This design comes from an exercise in tuning for small area on the open sky130 flow, not from production work. At most, simulation tests tie the RTL to the original design; equivalence was not proved. No driver is modelled on the clock port, so clocking that relies on it looks cheaper here than on a real chip. No activity file was given, so power comes from the tool's default toggle rates.

// dataPath
module dataPath (
    input  logic                   CLK,
    input  logic                   rstN_i,
    input  logic                   ctrlValid_i,
    input  dpTypesPkg::ctrlWord_t  ctrl_i,
    output dpTypesPkg::data_t      aluOut_o,
    output aluPkg::aluFlags_t      flags_o,
    output dpTypesPkg::addr_t      address_o,
    input  dpTypesPkg::data_t      memRdData_i,
    output logic                   memWe_o
);
Size: about 1100 cells after synthesis, ~69 I/O pins, ~6000 µm² of cells after synthesis.
Settings: LEC_CHECK=0, ABC_AREA=1, CAP_MARGIN=20, CORE_MARGIN=2, CORE_UTILIZATION=65, CTS_BUF_LIST=sky130_fd_sc_hd__clkbuf_2 sky130_fd_sc_hd__clkbuf_4 sky130_fd_sc_hd__clkbuf_8, SLEW_MARGIN=20; clock period 10.0 ns.
run.sh (not shown) runs the stock make flow with config.mk's settings and CLKGATE_MAP_FILE= SYNTH_SCRIPT=/design/flow/synth_recipe.tcl, a recipe that flattens the netlist after the stock synthesis.
The first run produced a clean layout.
Next try:
==> flow/flow/run.sh (new file) <==
#!/bin/bash
# Own layout flow: the standard ORFS flow with three changes
#  - synthesis maps logic with an area-only ABC script (flow/abc_area_min.script)
#    instead of ORFS's abc_area.script, which also buffers and upsizes gates;
#    everything else in synthesis is the standard flow's own synth_recipe.tcl, so register
#    names and cells are those of the standard synthesis
#  - ports are buffered with sky130_fd_sc_hd__buf_1 (BUFFER_PORTS_ARGS)
#  - the rest is standard.sh unchanged
# Each tool's output goes to a log file of its own in this folder.
set -euo pipefail
W=$PWD
cat > "$W/own_synth.tcl" <<EOT
# synth_recipe.tcl with the ABC script swapped for flow/abc_area_min.script
proc abc {args} {
  set i [lsearch -exact \$args -script]
  if {\$i >= 0} { lset args [expr {\$i + 1}] $W/flow/abc_area_min.script }
  puts "own_synth: abc \$args"
  yosys abc {*}\$args
}
source $W/synth_recipe.tcl
EOT
sed "s#$W/synth_recipe.tcl#$W/own_synth.tcl#g" standard.sh > own_standard.sh
grep -q own_synth.tcl own_standard.sh
export BUFFER_PORTS_ARGS="-buffer_cell sky130_fd_sc_hd__buf_1"
bash own_standard.sh synth > "$W/log_synth.txt" 2>&1
grep -q "own_synth: abc -script $W/flow/abc_area_min.script" orfs/logs/*/dataPath/base/1_2_yosys.log
bash own_standard.sh > "$W/log_layout.txt" 2>&1
test -s out/final.def
==> flow/flow/abc_area_min.script (new file) <==
strash
&get -n
&st
&dch
&nf -R 1000
&put
topo
==> flow/standard.sh (new file) <==
#!/bin/bash
# synth_recipe.tcl (not shown) runs the flow's synth.tcl, then flattens the netlist and writes it again
# the make line also repeats each setting of config.mk as NAME=value (left out here)
make -C /OpenROAD-flow-scripts/flow DESIGN_CONFIG=/design/flow/config.mk WORK_HOME=/design/flow/orfs CLKGATE_MAP_FILE= SYNTH_SCRIPT=/design/flow/synth_recipe.tcl "${@:-finish}"
removed: flow/run.sh
Cell area is lower by 19%.
Sequential share of layout area goes up by 4.1 points.
Die area shrinks by 16%.
Via count goes down by 23%.
Combinational power drops by 18%.
Maximum frequency goes down by 15%.
Global-route usage came out lower by 2.6 points.
Count of clock-buffer cells in the layout rises by 1.
Next try:
==> flow/run.sh (new file) <==
#!/bin/bash
# synth_recipe.tcl (not shown) runs the flow's synth.tcl, then flattens the netlist and writes it again
# the make line also repeats each setting of config.mk as NAME=value (left out here)
make -C /OpenROAD-flow-scripts/flow DESIGN_CONFIG=/design/flow/config.mk WORK_HOME=/design/flow/orfs CLKGATE_MAP_FILE= SYNTH_SCRIPT=/design/flow/synth_recipe.tcl finish
- CORE_UTILIZATION: 65 -> 40
- CTS_BUF_LIST: sky130_fd_sc_hd__clkbuf_2 sky130_fd_sc_hd__clkbuf_4 sky130_fd_sc_hd__clkbuf_8 -> unset
removed: flow/flow/run.sh
removed: flow/flow/abc_area_min.script
removed: flow/standard.sh
The changed run completed without violations.
Total power rose by about 30%.
Sequential cell count is unchanged.
Hold slack is worse by 40 ps.
No run of this note included a check of the RTL's function; only the layout flow was run.

========
dataPath, a different RTL version from the one above (not shown whole).
Size: roughly 660 cells after synthesis, about 0.0048 mm2 of cells after synthesis.
==> flow/config.mk <==
export PLATFORM = sky130hd
export DESIGN_NAME = dataPath
export DESIGN_NICKNAME = dataPath
export VERILOG_FILES = /design/flow/design.v
export SDC_FILE = /design/flow/constraint.sdc
export NUM_CORES = 4
export LEC_CHECK = 0
export ABC_AREA = 1
export CAP_MARGIN = 20
export CORE_MARGIN = 2
export CORE_UTILIZATION = 65
export CTS_BUF_LIST = sky130_fd_sc_hd__clkbuf_2 sky130_fd_sc_hd__clkbuf_4
export SLEW_MARGIN = 20
==> flow/constraint.sdc <==
create_clock -name core_clock -period 10.0 [get_ports {CLK}]
set_input_delay 2.0000 -clock core_clock [delete_from_list [all_inputs] [get_ports {CLK}]]
set_output_delay 2.0000 -clock core_clock [all_outputs]
set_load 0.01 [all_outputs]
standard.sh (not shown) runs the stock make flow with config.mk's settings and CLKGATE_MAP_FILE= SYNTH_SCRIPT=/design/flow/synth_recipe.tcl, a recipe that flattens the netlist after the stock synthesis.
==> flow/flow/run.sh <==
#!/bin/bash
# Own layout flow: the standard ORFS flow with three changes
#  - synthesis maps logic with an area-only ABC script (flow/abc_area_min.script)
#    instead of ORFS's abc_area.script, which also buffers and upsizes gates;
#    everything else in synthesis is the standard flow's own synth_recipe.tcl, so register
#    names and cells are those of the standard synthesis
#  - ports are buffered with sky130_fd_sc_hd__buf_1 (BUFFER_PORTS_ARGS)
#  - the rest is standard.sh unchanged
# Each tool's output goes to a log file of its own in this folder.
set -euo pipefail
W=$PWD
cat > "$W/own_synth.tcl" <<EOT
# synth_recipe.tcl with the ABC script swapped for flow/abc_area_min.script
proc abc {args} {
  set i [lsearch -exact \$args -script]
  if {\$i >= 0} { lset args [expr {\$i + 1}] $W/flow/abc_area_min.script }
  puts "own_synth: abc \$args"
  yosys abc {*}\$args
}
source $W/synth_recipe.tcl
EOT
sed "s#$W/synth_recipe.tcl#$W/own_synth.tcl#g" standard.sh > own_standard.sh
grep -q own_synth.tcl own_standard.sh
export BUFFER_PORTS_ARGS="-buffer_cell sky130_fd_sc_hd__buf_1"
bash own_standard.sh synth > "$W/log_synth.txt" 2>&1
grep -q "own_synth: abc -script $W/flow/abc_area_min.script" orfs/logs/*/dataPath/base/1_2_yosys.log
bash own_standard.sh > "$W/log_layout.txt" 2>&1
test -s out/final.def
==> flow/flow/abc_area_min.script <==
strash
&get -n
&st
&dch
&nf -R 1000
&put
topo
Then changed:
--- a/flow/flow/run.sh
+++ b/flow/flow/run.sh
@@ -1,5 +1,6 @@
 #!/bin/bash
-# Own layout flow: the standard ORFS flow with three changes
-#  - synthesis maps logic with an area-only ABC script (flow/abc_area_min.script)
-#    instead of ORFS's abc_area.script, which also buffers and upsizes gates;
+# Own layout flow: the standard ORFS flow with these changes
+#  - synthesis maps logic with an area-oriented ABC script (flow/abc_area_min.script)
+#    instead of ORFS's abc_area.script, which also buffers and upsizes gates,
+#    and without the weak _0 cells;
 #    everything else in synthesis is the standard flow's own synth_recipe.tcl, so register
@@ -7,2 +8,5 @@
 #  - ports are buffered with sky130_fd_sc_hd__buf_1 (BUFFER_PORTS_ARGS)
+#  - clock tree synthesis uses only sky130_fd_sc_hd__clkbuf_4 and no dummy
+#    loads (CTS_ARGS); afterwards flow/post_cts.tcl upsizes to clkbuf_8 any
+#    clock buffer whose flip-flop clock pins see a slew over 100 ps
 #  - the rest is standard.sh unchanged
@@ -16,2 +20,4 @@
   if {\$i >= 0} { lset args [expr {\$i + 1}] $W/flow/abc_area_min.script }
+  # the _0 cells are as large as the _1 ones but drive less
+  lappend args -dont_use {sky130_fd_sc_hd__*_0}
   puts "own_synth: abc \$args"
@@ -23,2 +29,4 @@
 grep -q own_synth.tcl own_standard.sh
+export CTS_ARGS="-sink_clustering_enable -repair_clock_nets -buf_list {sky130_fd_sc_hd__clkbuf_4} -dont_use_dummy_load"
+export POST_CTS_TCL="$W/flow/post_cts.tcl"
 export BUFFER_PORTS_ARGS="-buffer_cell sky130_fd_sc_hd__buf_1"
==> flow/flow/abc_area_min.script (replaced) <==
strash
&get -n
&st
&dch
&nf -R 1000 -C 32
&put
mfs3 -aer
topo
==> flow/flow/post_cts.tcl (new file) <==
set_propagated_clock [all_clocks]
estimate_parasitics -placement
array set worst {}
foreach p [all_registers -clock_pins -edge_triggered] {
  set s 0
  foreach k {slew_max_rise slew_max_fall} {
    set v [get_property $p $k]
    if { [string is double -strict $v] && $v > $s } { set s $v }
  }
  set net [get_nets -of_objects $p]
  foreach d [get_pins -of_objects $net -filter "direction == output"] {
    set inst [get_full_name [get_cells -of_objects $d]]
    if { ![info exists worst($inst)] || $s > $worst($inst) } { set worst($inst) $s }
  }
}
set upsized 0
foreach inst [array names worst] {
  set c [get_cells $inst]
  if { $worst($inst) > 0.100 && [get_property $c ref_name] eq "sky130_fd_sc_hd__clkbuf_4" } {
    puts "post_cts: $inst drives clock pins with slew $worst($inst) ns; now clkbuf_8"
    replace_cell $c sky130_fd_sc_hd__clkbuf_8
    incr upsized
  }
}
puts "post_cts: upsized $upsized clock buffers"
if { $upsized > 0 } {
  detailed_placement
  check_placement -verbose
  estimate_parasitics -placement
}
--- a/flow/config.mk
+++ b/flow/config.mk
@@ -11,3 +11,3 @@
 export CORE_UTILIZATION = 65
-export CTS_BUF_LIST = sky130_fd_sc_hd__clkbuf_2 sky130_fd_sc_hd__clkbuf_4
+export CTS_BUF_LIST = sky130_fd_sc_hd__clkbuf_4
 export SLEW_MARGIN = 20
The changed run died in 1_2_yosys.
Then changed:
--- a/flow/flow/run.sh
+++ b/flow/flow/run.sh
@@ -3,4 +3,3 @@
 #  - synthesis maps logic with an area-oriented ABC script (flow/abc_area_min.script)
-#    instead of ORFS's abc_area.script, which also buffers and upsizes gates,
-#    and without the weak _0 cells;
+#    instead of ORFS's abc_area.script, which also buffers and upsizes gates;
 #    everything else in synthesis is the standard flow's own synth_recipe.tcl, so register
@@ -20,4 +19,2 @@
   if {\$i >= 0} { lset args [expr {\$i + 1}] $W/flow/abc_area_min.script }
-  # the _0 cells are as large as the _1 ones but drive less
-  lappend args -dont_use {sky130_fd_sc_hd__*_0}
   puts "own_synth: abc \$args"
==> flow/flow/abc_area_min.script (replaced) <==
strash
&get -n
&st
&dch
&nf -R 1000 -C 32
&put
topo
The changed run completed with no timing, DRC or antenna violations.
Then changed:
--- a/flow/flow/run.sh
+++ b/flow/flow/run.sh
@@ -1,4 +1,4 @@
 #!/bin/bash
-# Own layout flow: the standard ORFS flow with these changes
-#  - synthesis maps logic with an area-oriented ABC script (flow/abc_area_min.script)
+# Own layout flow: the standard ORFS flow with three changes
+#  - synthesis maps logic with an area-only ABC script (flow/abc_area_min.script)
 #    instead of ORFS's abc_area.script, which also buffers and upsizes gates;
@@ -7,5 +7,2 @@
 #  - ports are buffered with sky130_fd_sc_hd__buf_1 (BUFFER_PORTS_ARGS)
-#  - clock tree synthesis uses only sky130_fd_sc_hd__clkbuf_4 and no dummy
-#    loads (CTS_ARGS); afterwards flow/post_cts.tcl upsizes to clkbuf_8 any
-#    clock buffer whose flip-flop clock pins see a slew over 100 ps
 #  - the rest is standard.sh unchanged
@@ -26,4 +23,2 @@
 grep -q own_synth.tcl own_standard.sh
-export CTS_ARGS="-sink_clustering_enable -repair_clock_nets -buf_list {sky130_fd_sc_hd__clkbuf_4} -dont_use_dummy_load"
-export POST_CTS_TCL="$W/flow/post_cts.tcl"
 export BUFFER_PORTS_ARGS="-buffer_cell sky130_fd_sc_hd__buf_1"
==> flow/flow/abc_area_min.script (replaced) <==
strash
&get -n
&st
&dch
&nf -R 1000
&put
topo
--- a/flow/config.mk
+++ b/flow/config.mk
@@ -11,3 +11,3 @@
 export CORE_UTILIZATION = 65
-export CTS_BUF_LIST = sky130_fd_sc_hd__clkbuf_4
+export CTS_BUF_LIST = sky130_fd_sc_hd__clkbuf_2 sky130_fd_sc_hd__clkbuf_4 sky130_fd_sc_hd__clkbuf_8
 export SLEW_MARGIN = 20
removed: flow/flow/post_cts.tcl
Result:
- setup slack degrades by 0.15 ns
- via count climbs slightly
- wire length went up by a few percent
- synthesized area increases slightly
- flip-flop and latch count does not change
- count of clock-buffer cells in the layout went up by 3
Then changed:
--- a/flow/flow/run.sh
+++ b/flow/flow/run.sh
@@ -23,2 +23,3 @@
 grep -q own_synth.tcl own_standard.sh
+export CTS_ARGS="-sink_clustering_enable -repair_clock_nets -buf_list {sky130_fd_sc_hd__clkbuf_2 sky130_fd_sc_hd__clkbuf_4} -dont_use_dummy_load"
 export BUFFER_PORTS_ARGS="-buffer_cell sky130_fd_sc_hd__buf_1"
==> flow/flow/abc_area_min.script (replaced) <==
strash
&get -n
&st
&dch
&nf -R 1000 -C 32
&put
topo
--- a/flow/config.mk
+++ b/flow/config.mk
@@ -8,6 +8,6 @@
 export ABC_AREA = 1
-export CAP_MARGIN = 20
+export CAP_MARGIN = 0
 export CORE_MARGIN = 2
 export CORE_UTILIZATION = 65
-export CTS_BUF_LIST = sky130_fd_sc_hd__clkbuf_2 sky130_fd_sc_hd__clkbuf_4 sky130_fd_sc_hd__clkbuf_8
-export SLEW_MARGIN = 20
+export CTS_BUF_LIST = sky130_fd_sc_hd__clkbuf_2 sky130_fd_sc_hd__clkbuf_4
+export SLEW_MARGIN = 0
=>
- The changed run ran to the end with no violations
- sequential power fell by a few percent
- critical path depth rose by 1
- die area fell slightly
- total power fell by a quarter to a third
- register-to-register slack gets worse by 0.07 ns
- cell count fell by a few percent
- via count stays flat
- sequential share of layout area rose by 0.98 points
Then changed:
--- a/flow/flow/run.sh
+++ b/flow/flow/run.sh
@@ -1,5 +1,6 @@
 #!/bin/bash
-# Own layout flow: the standard ORFS flow with three changes
-#  - synthesis maps logic with an area-only ABC script (flow/abc_area_min.script)
-#    instead of ORFS's abc_area.script, which also buffers and upsizes gates;
+# Own layout flow: the standard ORFS flow with these changes
+#  - synthesis maps logic with an area-oriented ABC script (flow/abc_area_min.script)
+#    instead of ORFS's abc_area.script, which also buffers and upsizes gates,
+#    and without the weak _0 cells;
 #    everything else in synthesis is the standard flow's own synth_recipe.tcl, so register
@@ -7,2 +8,5 @@
 #  - ports are buffered with sky130_fd_sc_hd__buf_1 (BUFFER_PORTS_ARGS)
+#  - clock tree synthesis uses only sky130_fd_sc_hd__clkbuf_4 and no dummy
+#    loads (CTS_ARGS); afterwards flow/post_cts.tcl upsizes to clkbuf_8 any
+#    clock buffer whose flip-flop clock pins see a slew over 100 ps
 #  - the rest is standard.sh unchanged
@@ -16,2 +20,4 @@
   if {\$i >= 0} { lset args [expr {\$i + 1}] $W/flow/abc_area_min.script }
+  # the _0 cells are as large as the _1 ones but drive less
+  lappend args -dont_use {sky130_fd_sc_hd__*_0}
   puts "own_synth: abc \$args"
@@ -23,3 +29,4 @@
 grep -q own_synth.tcl own_standard.sh
-export CTS_ARGS="-sink_clustering_enable -repair_clock_nets -buf_list {sky130_fd_sc_hd__clkbuf_2 sky130_fd_sc_hd__clkbuf_4} -dont_use_dummy_load"
+export CTS_ARGS="-sink_clustering_enable -repair_clock_nets -buf_list {sky130_fd_sc_hd__clkbuf_4} -dont_use_dummy_load"
+export POST_CTS_TCL="$W/flow/post_cts.tcl"
 export BUFFER_PORTS_ARGS="-buffer_cell sky130_fd_sc_hd__buf_1"
==> flow/flow/abc_area_min.script (replaced) <==
strash
&get -n
&st
&dch
&nf -R 1000 -C 32
&put
mfs3 -ae
topo
==> flow/flow/post_cts.tcl (new file) <==
set_propagated_clock [all_clocks]
estimate_parasitics -placement
array set worst {}
foreach p [all_registers -clock_pins -edge_triggered] {
  set s 0
  foreach k {slew_max_rise slew_max_fall} {
    set v [get_property $p $k]
    if { [string is double -strict $v] && $v > $s } { set s $v }
  }
  set net [get_nets -of_objects $p]
  foreach d [get_pins -of_objects $net -filter "direction == output"] {
    set inst [get_full_name [get_cells -of_objects $d]]
    if { ![info exists worst($inst)] || $s > $worst($inst) } { set worst($inst) $s }
  }
}
set upsized 0
foreach inst [array names worst] {
  set c [get_cells $inst]
  if { $worst($inst) > 0.100 && [get_property $c ref_name] eq "sky130_fd_sc_hd__clkbuf_4" } {
    puts "post_cts: $inst drives clock pins with slew $worst($inst) ns; now clkbuf_8"
    replace_cell $c sky130_fd_sc_hd__clkbuf_8
    incr upsized
  }
}
puts "post_cts: upsized $upsized clock buffers"
if { $upsized > 0 } {
  detailed_placement
  check_placement -verbose
  estimate_parasitics -placement
}
--- a/flow/config.mk
+++ b/flow/config.mk
@@ -8,6 +8,6 @@
 export ABC_AREA = 1
-export CAP_MARGIN = 0
+export CAP_MARGIN = 20
 export CORE_MARGIN = 2
 export CORE_UTILIZATION = 65
-export CTS_BUF_LIST = sky130_fd_sc_hd__clkbuf_2 sky130_fd_sc_hd__clkbuf_4
-export SLEW_MARGIN = 0
+export CTS_BUF_LIST = sky130_fd_sc_hd__clkbuf_4
+export SLEW_MARGIN = 20
=> Combinational power is higher by 56%. Fmax fell by 1.3%. First-iteration DRC count climbs by 24%. Via count decreases by 5.7%. Sequential power increases by 12%. Worst setup slack is worse by 0.12 ns.

[afterwards: timing with drivers on the ports]
The flow's constraints put no driver on any port. The routed layouts listed below were extracted and timed again, unchanged, in two steps.
Step 1 assumes that a clkbuf_16 drives the clock port and a buf_2 every other input.
Step 2 adds t to the input delays and takes it off the output delays; t is the mean of the earliest and latest rising clock arrival at the registers after step 1. Input paths then give back, and output paths get back, about the clock's delay inside the block.
Three values: ideal ports, drivers, drivers and shift; two values: the first two.
| run | shift t [ns] | setup WS [ns] | latest minus earliest clock arrival (ns) |
|---|---|---|---|
| the first run of note 1 | 0.383 | 2.486 / 2.466 / 2.466 | 0.009 / 0.010 |
| the second run of note 1 | 0.384 | 1.188 / 1.158 / 1.158 | 0.011 / 0.011 |
| the third run of note 1 | 0.391 | 2.555 / 2.528 / 2.528 | 0.011 / 0.010 |
| the first run of note 2 | 0.457 | 0.631 / 0.594 / 0.594 | 0.012 / 0.012 |
| the third run of note 2 | 0.439 | 0.722 / 0.700 / 0.700 | 0.022 / 0.022 |
| the fourth run of note 2 | 0.382 | 0.568 / 0.529 / 0.529 | 0.007 / 0.008 |
| the fifth run of note 2 | 0.450 | 0.704 / 0.682 / 0.682 | 0.030 / 0.030 |
| the sixth run of note 2 | 0.451 | 0.584 / 0.560 / 0.560 | 0.028 / 0.028 |
After both steps every run listed still meets setup and hold. The setup slack of the fourth run of note 2, which loses most, moves by -0.039 ns with the drivers and by -0.039 ns with both steps.
